This design comes from an exercise in tuning for small area on the open sky130 flow, not from production work. No functional check of the RTL was part of this run. Power figures rest on the tool's default switching activity, not on a simulated workload.

File: design/flow/config.mk
export PLATFORM = sky130hd
export DESIGN_NAME = acceptance_temperature_tuner
export DESIGN_NICKNAME = acceptance_temperature_tuner
export VERILOG_FILES = /design/flow/design.v
export SDC_FILE = /design/flow/constraint.sdc
export NUM_CORES = 4
export LEC_CHECK = 0
export CAP_MARGIN = 20
export CORE_MARGIN = 2
export CORE_UTILIZATION = 60
export CTS_BUF_LIST = sky130_fd_sc_hd__clkbuf_16
export CTS_CLUSTER_DIAMETER = 60
export CTS_CLUSTER_SIZE = 32
export SLEW_MARGIN = 20
File: design/flow/constraint.sdc
create_clock -name core_clock -period 10.0 [get_ports {i_clk}]
set_input_delay 2.0000 -clock core_clock [delete_from_list [all_inputs] [get_ports {i_clk}]]
set_output_delay 2.0000 -clock core_clock [all_outputs]
set_load 0.01 [all_outputs]
File: design/flow/design.v
package att_pkg;
    typedef logic [31:0] t_temp;      
    typedef logic [16:0] t_pct;       
    typedef logic [15:0] t_factor;    
    typedef logic [23:0] t_runs;
    typedef logic [15:0] t_count;
    typedef logic [1:0]  t_status;
    typedef logic [2:0]  t_cfg_idx;
    typedef logic [31:0] t_cfg_data;
    localparam t_cfg_idx CfgStepInitial   = 3'd0;
    localparam t_cfg_idx CfgStepFactor    = 3'd1;
    localparam t_cfg_idx CfgStepMinimum   = 3'd2;
    localparam t_cfg_idx CfgPctLow        = 3'd3;
    localparam t_cfg_idx CfgPctHigh       = 3'd4;
    localparam t_cfg_idx CfgRunsBase      = 3'd5;
    localparam t_cfg_idx CfgRunsIncrement = 3'd6;
    localparam t_cfg_idx CfgRunsCeiling   = 3'd7;
    localparam t_status StatusContinue = 2'd0;
    localparam t_status StatusSettled  = 2'd1;
    localparam t_status StatusGaveUp   = 2'd2;
    localparam logic KindStart   = 1'b0;
    localparam logic KindMeasure = 1'b1;
    typedef struct packed {
        logic accept_start;
        logic accept_measure;
        logic adjust;
        logic move;
        logic shrink;
        logic sub;
        logic div_init;
        logic div_step;
        logic calc;
        logic load_out;
    } t_cmd;
    typedef struct packed {
        logic over_band;
        logic below_band;
        logic temp_le_step;
        logic temp_lt_step;
    } t_sts;
endpackage
module acceptance_temperature_tuner (
    input  logic        i_clk,
    input  logic        i_rst_n,
    input  logic        i_in_valid,
    output logic        o_in_ready,
    input  logic        i_in_kind,
    input  logic [31:0] i_in_start_temp,
    input  logic [16:0] i_in_measured_pct,
    output logic        o_out_valid,
    input  logic        i_out_ready,
    output logic [31:0] o_out_run_temp,
    output logic [31:0] o_out_end_temp,
    output logic [23:0] o_out_run_length,
    output logic [1:0]  o_out_status,
    input  logic        i_cfg_valid,
    output logic        o_cfg_ready,
    input  logic [2:0]  i_cfg_index,
    input  logic [31:0] i_cfg_data
);
    localparam logic [41:0] EndMul = 42'd4393648464593;
    typedef enum logic [4:0] {
        S_IDLE = 5'd0,
        S_RF   = 5'd1,
        S_ST1  = 5'd2,
        S_ST2  = 5'd3,
        S_ST3  = 5'd4,
        S_ST4  = 5'd5,
        S_ST5  = 5'd6,
        S_ST6  = 5'd7,
        S_M1   = 5'd8,
        S_M2   = 5'd9,
        S_M2B  = 5'd10,
        S_M3   = 5'd11,
        S_M5   = 5'd12,
        S_SH1  = 5'd13,
        S_SH2  = 5'd14,
        S_LCHK = 5'd15,
        S_MV0  = 5'd16,
        S_MV2  = 5'd17,
        S_SATT = 5'd18,
        S_SB0  = 5'd19,
        S_SB2  = 5'd20,
        S_SM1  = 5'd21,
        S_SM2  = 5'd22,
        S_RN1  = 5'd23,
        S_RN2  = 5'd24,
        S_RN4  = 5'd25,
        S_RN5  = 5'd26,
        S_SATR = 5'd27,
        S_EN1  = 5'd28,
        S_FIN  = 5'd29
    } t_state;
    logic [31:0] r_step_initial;
    logic [15:0] r_step_factor;
    logic [31:0] r_step_minimum;
    logic [16:0] r_pct_low;
    logic [16:0] r_pct_high;
    logic [23:0] r_runs_base;
    logic [23:0] r_runs_inc;
    logic [23:0] r_runs_ceiling;
    logic [31:0] r_temp;
    logic [31:0] r_step;
    logic [23:0] r_runs;
    logic [15:0] r_count;
    logic        r_up;
    logic        r_down;
    logic        r_fresh;
    logic [31:0] r_acc;
    logic [1:0]  r_status;
    logic        r_out_valid;
    logic        r_over;
    logic        r_below;
    logic        r_loop;
    logic        r_sticky;
    logic [5:0]  r_cnt;
    t_state      r_state;
    logic sel_temp, sel_step, sel_count, sel_runs, sel_si, sel_sm, sel_rb, sel_ri;
    logic sel_rc, sel_pl, sel_ph, sel_pct, sel_st;
    logic inv, cin;
    logic [31:0] opb;
    logic [32:0] sum;
    logic ld_temp, ld_step, ld_runs, ld_count;
    logic acc_ld, acc_shr, acc_shl;
    logic cnt_clr, cnt_inc;
    t_state n_state;
    logic fbit, cbit, mbit;
    assign fbit = r_step_factor[r_cnt[3:0]];
    assign cbit = r_count[~r_cnt[3:0]];
    assign mbit = EndMul[r_cnt];
    logic use_temp, use_step, use_count, use_runs;
    assign use_temp  = sel_temp  && !r_fresh;
    assign use_step  = sel_step  && !r_fresh;
    assign use_count = sel_count && !r_fresh;
    assign use_runs  = sel_runs  && !r_fresh;
    assign opb = ({32{use_temp}}  & r_temp)
               | ({32{use_step}}  & r_step)
               | ({32{use_count}} & {16'b0, r_count})
               | ({32{use_runs}}  & {8'b0, r_runs})
               | ({32{sel_si}}    & r_step_initial)
               | ({32{sel_sm}}    & r_step_minimum)
               | ({32{sel_rb}}    & {8'b0, r_runs_base})
               | ({32{sel_ri}}    & {8'b0, r_runs_inc})
               | ({32{sel_rc}}    & {8'b0, r_runs_ceiling})
               | ({32{sel_pl}}    & {15'b0, r_pct_low})
               | ({32{sel_ph}}    & {15'b0, r_pct_high})
               | ({32{sel_pct}}   & {15'b0, i_in_measured_pct})
               | ({32{sel_st}}    & i_in_start_temp);
    logic [31:0] addb;
    logic [32:0] bk_g0, bk_p0, bk_g, bk_p;
    assign addb = opb ^ {32{inv}};
    assign bk_g0 = {r_acc & addb, cin};
    assign bk_p0 = {r_acc ^ addb, 1'b0};
    always_comb begin
        bk_g = bk_g0;
        bk_p = bk_p0;
        for (int step = 1; step < 33; step = step * 2) begin
            for (int k = 2 * step - 1; k < 33; k = k + 2 * step) begin
                bk_g[k] = bk_g[k] | (bk_p[k] & bk_g[k - step]);
                bk_p[k] = bk_p[k] & bk_p[k - step];
            end
        end
        for (int step = 16; step >= 1; step = step / 2) begin
            for (int k = 3 * step - 1; k < 33; k = k + 2 * step) begin
                bk_g[k] = bk_g[k] | (bk_p[k] & bk_g[k - step]);
                bk_p[k] = bk_p[k] & bk_p[k - step];
            end
        end
    end
    assign sum = {bk_g[32], bk_p0[32:1] ^ bk_g[31:0]};
    logic [31:0] acc_d;
    assign acc_d = ({32{acc_ld}}  & sum[31:0])
                 | ({32{acc_shr}} & sum[32:1])
                 | ({32{acc_shl}} & {sum[30:0], 1'b0});
    logic adjust;
    assign adjust = (r_down && r_over) || (r_up && r_below);
    always_comb begin
        n_state   = r_state;
        sel_temp  = 1'b0;
        sel_step  = 1'b0;
        sel_count = 1'b0;
        sel_runs  = 1'b0;
        sel_si    = 1'b0;
        sel_sm    = 1'b0;
        sel_rb    = 1'b0;
        sel_ri    = 1'b0;
        sel_rc    = 1'b0;
        sel_pl    = 1'b0;
        sel_ph    = 1'b0;
        sel_pct   = 1'b0;
        sel_st    = 1'b0;
        inv       = 1'b0;
        cin       = 1'b0;
        ld_temp   = 1'b0;
        ld_step   = 1'b0;
        ld_runs   = 1'b0;
        ld_count  = 1'b0;
        acc_ld    = 1'b0;
        acc_shr   = 1'b0;
        acc_shl   = 1'b0;
        cnt_clr   = 1'b0;
        cnt_inc   = 1'b0;
        o_in_ready = 1'b0;
        case (r_state)
            S_IDLE: begin
                cnt_clr = 1'b1;
                if (r_out_valid) begin
                    acc_ld = 1'b1;
                end else if (i_in_valid) begin
                    n_state = S_RF;
                end
            end
            S_RF: begin
                cnt_inc = 1'b1;
                case (r_cnt[1:0])
                    2'd0: begin sel_temp  = 1'b1; ld_temp  = 1'b1; end
                    2'd1: begin sel_step  = 1'b1; ld_step  = 1'b1; end
                    2'd2: begin sel_runs  = 1'b1; ld_runs  = 1'b1; end
                    default: begin sel_count = 1'b1; ld_count = 1'b1; end
                endcase
                if (r_cnt[1:0] == 2'd3) n_state = i_in_kind ? S_M1 : S_ST1;
            end
            S_ST1: begin
                o_in_ready = 1'b1;
                sel_st     = 1'b1;
                ld_temp    = i_in_valid;
                n_state    = i_in_valid ? S_ST2 : S_IDLE;
            end
            S_ST2: begin
                sel_si  = 1'b1;
                ld_step = 1'b1;
                n_state = S_ST3;
            end
            S_ST3: begin
                sel_rb  = 1'b1;
                ld_runs = 1'b1;
                n_state = S_ST4;
            end
            S_ST4: begin
                ld_count = 1'b1;
                n_state  = S_ST5;
            end
            S_ST5: begin
                sel_temp = 1'b1;
                acc_ld   = 1'b1;
                n_state  = S_ST6;
            end
            S_ST6: begin
                inv     = 1'b1;
                acc_ld  = sum[32];
                n_state = S_FIN;
            end
            S_M1: begin
                sel_pct = 1'b1;
                acc_ld  = 1'b1;
                n_state = S_M2;
            end
            S_M2: begin
                sel_pl  = 1'b1;
                inv     = 1'b1;
                cin     = 1'b1;
                n_state = S_M2B;
            end
            S_M2B: begin
                sel_pct = 1'b1;
                acc_ld  = 1'b1;
                n_state = S_M3;
            end
            S_M3: begin
                sel_ph     = 1'b1;
                inv        = 1'b1;
                o_in_ready = 1'b1;
                n_state    = i_in_valid ? S_M5 : S_IDLE;
            end
            S_M5: begin
                sel_count = 1'b1;
                cin       = 1'b1;
                ld_count  = !sum[16];
                cnt_clr   = 1'b1;
                n_state   = adjust ? S_SH1 : S_MV0;
            end
            S_SH1: begin
                sel_step = fbit;
                acc_shr  = 1'b1;
                cnt_inc  = 1'b1;
                if (r_cnt[3:0] == 4'd15) n_state = S_SH2;
            end
            S_SH2: begin
                ld_step = 1'b1;
                cnt_clr = 1'b1;
                if (r_loop) begin
                    acc_ld  = 1'b1;
                    n_state = S_LCHK;
                end else begin
                    n_state = S_MV0;
                end
            end
            S_LCHK: begin
                sel_temp = 1'b1;
                inv      = 1'b1;
                n_state  = sum[32] ? S_SH1 : S_SB0;
            end
            S_MV0: begin
                if (r_over || r_below) begin
                    sel_temp = 1'b1;
                    acc_ld   = 1'b1;
                    n_state  = S_MV2;
                end else begin
                    n_state = S_RN1;
                end
            end
            S_MV2: begin
                sel_step = 1'b1;
                if (r_over) begin
                    ld_temp = 1'b1;
                    n_state = sum[32] ? S_SATT : S_RN1;
                end else begin
                    inv = 1'b1;
                    if (sum[32]) begin
                        n_state = S_SB0;
                    end else begin
                        cnt_clr = 1'b1;
                        n_state = S_SH1;
                    end
                end
            end
            S_SATT: begin
                inv     = 1'b1;
                ld_temp = 1'b1;
                n_state = S_RN1;
            end
            S_SB0: begin
                sel_temp = 1'b1;
                acc_ld   = 1'b1;
                n_state  = S_SB2;
            end
            S_SB2: begin
                sel_step = 1'b1;
                inv      = 1'b1;
                cin      = 1'b1;
                ld_temp  = 1'b1;
                n_state  = S_SM1;
            end
            S_SM1: begin
                sel_step = 1'b1;
                acc_ld   = 1'b1;
                n_state  = S_SM2;
            end
            S_SM2: begin
                sel_sm  = 1'b1;
                inv     = 1'b1;
                cin     = 1'b1;
                n_state = S_RN1;
            end
            S_RN1: begin
                sel_runs = 1'b1;
                acc_ld   = 1'b1;
                n_state  = S_RN2;
            end
            S_RN2: begin
                sel_rc  = 1'b1;
                inv     = 1'b1;
                cin     = 1'b1;
                cnt_clr = 1'b1;
                n_state = sum[32] ? S_EN1 : S_RN4;
            end
            S_RN4: begin
                sel_ri  = cbit;
                cnt_inc = 1'b1;
                if (r_cnt[3:0] == 4'd15) begin
                    acc_ld  = 1'b1;
                    n_state = S_RN5;
                end else begin
                    acc_shl = 1'b1;
                end
            end
            S_RN5: begin
                sel_rb  = 1'b1;
                cnt_clr = 1'b1;
                if (r_sticky || (sum[31:24] != 8'd0)) begin
                    n_state = S_SATR;
                end else begin
                    ld_runs = 1'b1;
                    n_state = S_EN1;
                end
            end
            S_SATR: begin
                inv     = 1'b1;
                ld_runs = 1'b1;
                n_state = S_EN1;
            end
            S_EN1: begin
                sel_temp = mbit;
                acc_shr  = 1'b1;
                cnt_inc  = 1'b1;
                if (r_cnt == 6'd41) n_state = S_FIN;
            end
            S_FIN: begin
                acc_ld  = 1'b1;
                n_state = S_IDLE;
            end
            default: begin
                n_state = S_IDLE;
            end
        endcase
    end
    logic [31:0] cfg_d0, cfg_d1;
    logic [7:0]  cfg_en;
    assign cfg_d0 = i_cfg_data & {32{i_rst_n}};
    assign cfg_d1 = i_cfg_data | {32{~i_rst_n}};
    always_comb begin
        for (int k = 0; k < 8; k++) begin
            cfg_en[k] = !i_rst_n || (i_cfg_valid && (i_cfg_index == 3'(k)));
        end
    end
    localparam logic [31:0] RvStepInitial = 32'd65536;
    localparam logic [31:0] RvStepFactor  = 32'd32768;
    localparam logic [31:0] RvStepMinimum = 32'd1;
    localparam logic [31:0] RvPctLow      = 32'd19661;
    localparam logic [31:0] RvPctHigh     = 32'd32768;
    localparam logic [31:0] RvRunsBase    = 32'd1000;
    localparam logic [31:0] RvRunsInc     = 32'd100;
    localparam logic [31:0] RvRunsCeiling = 32'd10000;
    logic [31:0] cfg_si, cfg_sf, cfg_sm, cfg_pl, cfg_ph, cfg_rb, cfg_ri, cfg_rc;
    assign cfg_si = (cfg_d1 & RvStepInitial) | (cfg_d0 & ~RvStepInitial);
    assign cfg_sf = (cfg_d1 & RvStepFactor)  | (cfg_d0 & ~RvStepFactor);
    assign cfg_sm = (cfg_d1 & RvStepMinimum) | (cfg_d0 & ~RvStepMinimum);
    assign cfg_pl = (cfg_d1 & RvPctLow)      | (cfg_d0 & ~RvPctLow);
    assign cfg_ph = (cfg_d1 & RvPctHigh)     | (cfg_d0 & ~RvPctHigh);
    assign cfg_rb = (cfg_d1 & RvRunsBase)    | (cfg_d0 & ~RvRunsBase);
    assign cfg_ri = (cfg_d1 & RvRunsInc)     | (cfg_d0 & ~RvRunsInc);
    assign cfg_rc = (cfg_d1 & RvRunsCeiling) | (cfg_d0 & ~RvRunsCeiling);
    always_ff @(posedge i_clk) begin
        if (cfg_en[0]) r_step_initial <= cfg_si;
        if (cfg_en[1]) r_step_factor  <= cfg_sf[15:0];
        if (cfg_en[2]) r_step_minimum <= cfg_sm;
        if (cfg_en[3]) r_pct_low      <= cfg_pl[16:0];
        if (cfg_en[4]) r_pct_high     <= cfg_ph[16:0];
        if (cfg_en[5]) r_runs_base    <= cfg_rb[23:0];
        if (cfg_en[6]) r_runs_inc     <= cfg_ri[23:0];
        if (cfg_en[7]) r_runs_ceiling <= cfg_rc[23:0];
    end
    always_ff @(posedge i_clk) begin
        if (ld_temp)  r_temp  <= sum[31:0];
        if (ld_step)  r_step  <= sum[31:0];
        if (ld_runs)  r_runs  <= sum[23:0];
        if (ld_count) r_count <= sum[15:0];
    end
    always_ff @(posedge i_clk) begin
        if (!i_rst_n) begin
            r_state     <= S_IDLE;
            r_out_valid <= 1'b0;
            r_up        <= 1'b0;
            r_down      <= 1'b0;
            r_fresh     <= 1'b1;
        end else begin
            r_state <= n_state;
            if (r_state == S_FIN) r_out_valid <= 1'b1;
            else if (i_out_ready) r_out_valid <= 1'b0;
            if (r_state == S_ST4) begin
                r_up   <= 1'b0;
                r_down <= 1'b0;
            end
            if (r_state == S_MV0) begin
                r_up   <= r_over;
                r_down <= !r_over && r_below;
            end
            if (r_state == S_RF && r_cnt[1:0] == 2'd3) r_fresh <= 1'b0;
        end
    end
    always_ff @(posedge i_clk) begin
        if (r_state == S_M2) r_below <= !sum[32];
        if (r_state == S_M3) r_over <= sum[32];
        if (r_state == S_ST4 || r_state == S_M3) r_status <= 2'd0;
        if (r_state == S_MV0 && !r_over && !r_below) r_status <= 2'd1;
        if (r_state == S_SM2 && !sum[32]) r_status <= 2'd2;
        if (r_state == S_MV2) r_loop <= 1'b1;
        else if (r_state == S_IDLE) r_loop <= 1'b0;
        if (r_state == S_RN2) r_sticky <= 1'b0;
        else if (r_state == S_RN4 && sum[31:24] != 8'd0) r_sticky <= 1'b1;
        if (cnt_clr) r_cnt <= '0;
        else if (cnt_inc) r_cnt <= r_cnt + 6'd1;
        r_acc <= acc_d;
    end
    assign o_cfg_ready      = 1'b1;
    assign o_out_valid      = r_out_valid;
    assign o_out_run_temp   = r_temp;
    assign o_out_end_temp   = r_acc;
    assign o_out_run_length = r_runs;
    assign o_out_status     = r_status;
endmodule
File: design/flow/flow/run.sh
#!/bin/bash
# The standard layout (standard.sh: ORFS synthesis to finish), except that
# the port buffers are made from the smallest buffer cell instead of the
# clkdlybuf4s50_1 that buffer_ports picks by default. Every port still gets a
# buffer. ORFS writes each step's log under orfs/logs; the make output goes
# to standard.log here.
set -o pipefail
export BUFFER_PORTS_ARGS="-buffer_cell sky130_fd_sc_hd__buf_1"
bash standard.sh > standard.log 2>&1
File: design/flow/standard.sh
#!/bin/bash
# synth_recipe.tcl (not shown) runs the flow's synth.tcl, then flattens the netlist and writes it again
# the make line also repeats each setting of config.mk as NAME=value (left out here)
make -C /OpenROAD-flow-scripts/flow DESIGN_CONFIG=/design/flow/config.mk WORK_HOME=/design/flow/orfs CLKGATE_MAP_FILE= SYNTH_SCRIPT=/design/flow/synth_recipe.tcl "${@:-finish}"
==> metrics.md <==
| Metric | Value |
|---|---|
| Clock power share | 28.9% |
| Max-cap violation count | 0 |
| Sequential-to-total area share from yosys stat | 61.0% |
| Number of buffers added on ports | 181 |
| Async S/R FF share, synth | 0% |
| Die footprint | 28100 sq um |
| Worst path required time | 10.22 ns |
| Final setup skew | 0.0276 ns |
| Worst rel slew slack | 26.5% |
| Outcome | finished clean |
| Std-Cell Core Area | 26100 sq um |
| Worst skew pair latency | 0.58 ns |
| Final RePlAce weighted congestion | 0.946 |
| Flip-flop and latch count after synthesis | 343 |
| Hold Startpoint | r_status[0]$_SDFFE_PP0P_ |
| Number of search-and-repair iterations in the first detailed-routing pass | 5 |
| Number of buffers added to fix hold violations after cts | 0 |
| Clock tree from TritonCTS | built |
| Avg Cell Area, Syn | 12.8 sq um |
| Initial antenna violation count | 0 |
| Sw Ratio | 34.3% |
| Setup TNS after final layout | 0 ns |
| Top FF cell, synth | sky130_fd_sc_hd__edfxtp_1 |
| HPWL reported at the end of detailed placement | 33000 microns |
| Layout fillers | 1920 |
| Total detailed-routing wirelength | 47100 microns |
| Footprint of the multi-input gates | 5890 sq um |
| Starting DRT DRC Count | 1556 |
| Highest clock rate | 0.124 GHz |
| Sequential Area | 9790 sq um |
| Total power density per cell area | 223 nW/um^2 |
| Synthesized cell area | 16100 sq um |
| Max Buffers Root-to-Sink | 3 |
| Number of nets at the end of the flow | 1571 |
| Total GRT Usage | 33.7% |
| Beginning of the worst register-to-register path | r_state[4]$_SDFFE_PN0P_ |
| Initial Utilization | 61.4% |
| Leading cell type in the layout, fill and taps excluded | sky130_fd_sc_hd__edfxtp_1 |
| End of the worst hold path | r_status[0]$_SDFFE_PP0P_ |
| Post-route total power | 4.06 mW |
| Diode insertion count for antenna repair | 0 |
| Peak fanout along the critical path | 30 |
| Layout cell share with drive strength beyond 1 | 8.71% |
| Number of global-route vias before repair | 11465 |
| Internal power contribution | 2.67 mW |
| Setup Buffers After CTS | 0 |
| Part of the total power dissipated in combinational logic | 24.0% |
| Count of cell types in the netlist | 74 |
| Capturing point of the worst reg2reg path | r_runs[2]$_DFFE_PP_ |
| Post-route antenna net violation count | 0 |
| Worst min-delay path class | flip-flop to flip-flop |
| DRC viols | 0 |
| Reg2Reg Setup Slack | 1.91 ns |
| Maximum number of pins on one net before global-route repair | 57 |
| Relative area change from synthesis to final layout | 13.4% |
| Share of total power in sequential cells | 47.1% |
| Wire length per cell after detailed routing | 26.4 microns |
| Net count after synthesis | 1402 |
| Type of element launching the critical path | flip-flop |
| CP Data Arrival Time | 8.31 ns |
| Critical setup path kind | flip-flop to flip-flop |
| Number of H-tree levels | 1 |
| Clock transition time at the flip-flop clock pins of the worst setup and hold paths | 0.09 ns |
| Cell at the root of the clock tree | sky130_fd_sc_hd__clkbuf_16 |
| Path depth of the worst reg2reg path | 24 |
| Commonest cells after routing, fill and taps aside | 292 x sky130_fd_sc_hd__edfxtp_1, 180 x sky130_fd_sc_hd__buf_1, 88 x sky130_fd_sc_hd__nand2_1 |
| Number of hold violations in the final report | 0 |
| Total net switching power | 1.39 mW |
| Die outline width | 168 microns |
| Synthesis warning total | 1 |
| Cts repair resizes | 0 |
| Worst-case vdd ir drop | 0.215 mV |
| Num CTS Buffers | 26 |
| Final Max Slew Viols | 0 |
| CTS Sinks | 343 |
| Unrepaired setup endpoints after global routing | no |
| Count of cells along the worst hold path | 2 |
| Crit path time final | 8.09 ns |
| Count of endpoints failing setup in the final report | 0 |
| Count of mapped cells out of synthesis | 1258 |
| Portion of the clock cycle consumed by the worst path in the final layout | 80.9% |
| Global-route wire length before repair | 70900 microns |
| Total via count in the routed design | 11747 |
| Die height | 168 microns |
| Number of enable flip-flop cells after synthesis | 292 |
| CP Capture Type | flip-flop |
| Top-level port count | 183 |
| Post-DR vias/cell | 6.59 |
| Total leakage power | 6.50 nW |
| Row Count | 59 |
| GRT Residual Overflow | 0 |
| Actual transition at the worst max-transition pin | 1.09 ns |
[registers in the layout, indices dropped and copies added (netlist names), 2 cells and up]
register        flops
r_runs_base        24
r_step             32
r_step_minimum     32
r_pct_high         17
r_cnt               6
r_runs             24
r_step_factor      16
r_status            2
r_pct_low          17
r_temp             32
r_state             5
r_count            16
r_runs_inc         24
r_step_initial     32
r_acc              32
r_runs_ceiling     24
[power groups by stage]
| stage | logic (mW) | clock network [mW] | registers (mW) |
|---|---|---|---|
| after CTS | 0.961 | 1.18 | 1.91 |
| final | 0.973 | 1.17 | 1.91 |
| after global routing | 1.05 | 1.24 | 1.93 |
| after global placement | 0.947 | 0 | 1.94 |
| after floorplan | 0.580 | 0 | 1.94 |
| after detailed placement | 0.955 | 0 | 1.94 |
[cells in the mapped netlist, drive strengths merged, types with 16 or more instances]
master	n	share of area, %
inv	35	0.82
clkbuf	54	1.3
a21oi	38	1.2
ha	37	2.9
nand2	88	2.1
nand3	48	1.5
fa	17	2.1
xnor2	33	1.8
nand4	24	0.93
a22o	18	0.98
nor2	44	1.0
edfxtp	292	55
dfxtp	51	6.4
xor2	25	1.4
a22oi	51	2.4
a221oi	29	1.6
o221ai	21	1.1
nand2b	29	1.1
buf	25	0.87
a221o	42	2.6
and2	38	1.5
o21ai	49	1.5
nor3	16	0.50
[how the worst max path moves through the flow]
| stage | from | to | slack (ns) | cells past startpoint |
|---|---|---|---|---|
| 4_1_cts | r_state[4]$_SDFFE_PN0P_ | r_runs[3]$_DFFE_PP_ | 2.01 | 24 |
| 3_3_place_gp | i_in_measured_pct[7] | r_runs[5]$_DFFE_PP_ | 1.75 | 22 |
| 2_1_floorplan | i_in_measured_pct[7] | r_runs[0]$_DFFE_PP_ | 2.31 | 19 |
| 5_1_grt | r_state[4]$_SDFFE_PN0P_ | r_runs[3]$_DFFE_PP_ | 1.47 | 25 |
| 6_report | r_state[4]$_SDFFE_PN0P_ | r_runs[2]$_DFFE_PP_ | 1.91 | 24 |
| 3_5_place_dp | i_in_measured_pct[7] | r_runs[5]$_DFFE_PP_ | 1.62 | 22 |
[through the flow]
step	std cells	setup slack, ns	hold slack [ns]	instance area (sq um)	util, %
after floorplan	1258	2.31	0.455	16100	-
after global placement	1734	1.75	0.464	17200	65.9
after detailed placement	1734	1.62	0.466	17200	65.9
after CTS	1782	2.01	0.481	18200	69.7
after global routing	1782	1.47	0.497	18200	69.7
final	1782	1.91	0.478	18200	69.7
[metal layers]
metal	vias up	GRT usage, %	routed length [microns]	share of wire (%)
met3	89	3.71	3690	7.8
met4	0	10.4	1510	3.2
li1	5241	-	-	-
met5	-	0	0	0
met2	637	56.1	22800	48
met1	5780	47.2	19000	40
[worst max-delay path, stage by stage, from the launching register on]
cell,delay (ns)
sky130_fd_sc_hd__dfxtp_1,0.89
sky130_fd_sc_hd__buf_4,0.35
sky130_fd_sc_hd__nor3_2,0.05
sky130_fd_sc_hd__buf_4,0.28
sky130_fd_sc_hd__a32o_1,0.31
sky130_fd_sc_hd__a221o_1,0.25
sky130_fd_sc_hd__or4b_1,0.58
sky130_fd_sc_hd__a221o_1,0.34
sky130_fd_sc_hd__a221o_1,0.31
sky130_fd_sc_hd__xnor2_1,0.27
sky130_fd_sc_hd__ha_1,0.30
sky130_fd_sc_hd__and4_1,0.21
sky130_fd_sc_hd__a21oi_1,0.15
sky130_fd_sc_hd__nand2_1,0.09
sky130_fd_sc_hd__o211ai_1,0.44
sky130_fd_sc_hd__o31a_1,0.36
sky130_fd_sc_hd__o21ai_0,0.15
sky130_fd_sc_hd__fa_1,0.42
sky130_fd_sc_hd__xnor2_1,0.32
sky130_fd_sc_hd__inv_1,0.13
sky130_fd_sc_hd__or4_1,0.40
sky130_fd_sc_hd__nor3_1,0.48
sky130_fd_sc_hd__o21bai_1,0.18
sky130_fd_sc_hd__o21ai_2,0.08
sky130_fd_sc_hd__buf_4,0.35
[final cells by class]
cell class | instances | share of cell area [%]
Sequential cell | 343 | 53.8
Multi-Input combinational cell | 800 | 32.4
Timing Repair Buffer | 220 | 5.35
Clock buffer | 26 | 3.57
Tap cell | 335 | 2.30
Clock inverter | 22 | 1.93
Inverter | 36 | 0.742
[cell families (layout without fill, tap and decap cells)]
family          Yosys count  count (layout)  synth area share (%)
other cells               1               1                0.0234
simple gates            338             338                  11.0
fa+ha+maj                54              54                  5.00
compound gates          333             333                  15.7
xor+xnor                 58              58                  3.16
mux                      16              16                  1.13
flops                   343             343                  61.0
buf+inv                 115             304                  2.98

afterwards: timing with drivers on the ports:
In the flow no input, the clock included, has a driving cell. The finished layout below was timed again as built, in two steps.
Step 1 sets driving cells, clkbuf_16 on the clock port and buf_2 on the other inputs (assumed; they add their load-dependent delay and slew).
Step 2, shift: input delay + t, output delay - t, t = (earliest + latest rising clock arrival at the registers) / 2. This alone moves slack from input paths to output paths.
a / b / c = ideal ports / drivers / drivers and shift; a / b = the first two.
t, ns: 0.615
setup slack, ns: 1.910 / 1.910 / 1.526
hold WS [ns]: 0.478 / 0.478 / 0.478
latest minus earliest clock arrival (ns): 0.028 / 0.027
worst data-port slew with drivers (ns): 0.05
After both steps this run still meets setup and hold. The setup slack of this run moves by 0.000 ns with the drivers and by -0.384 ns with both steps.
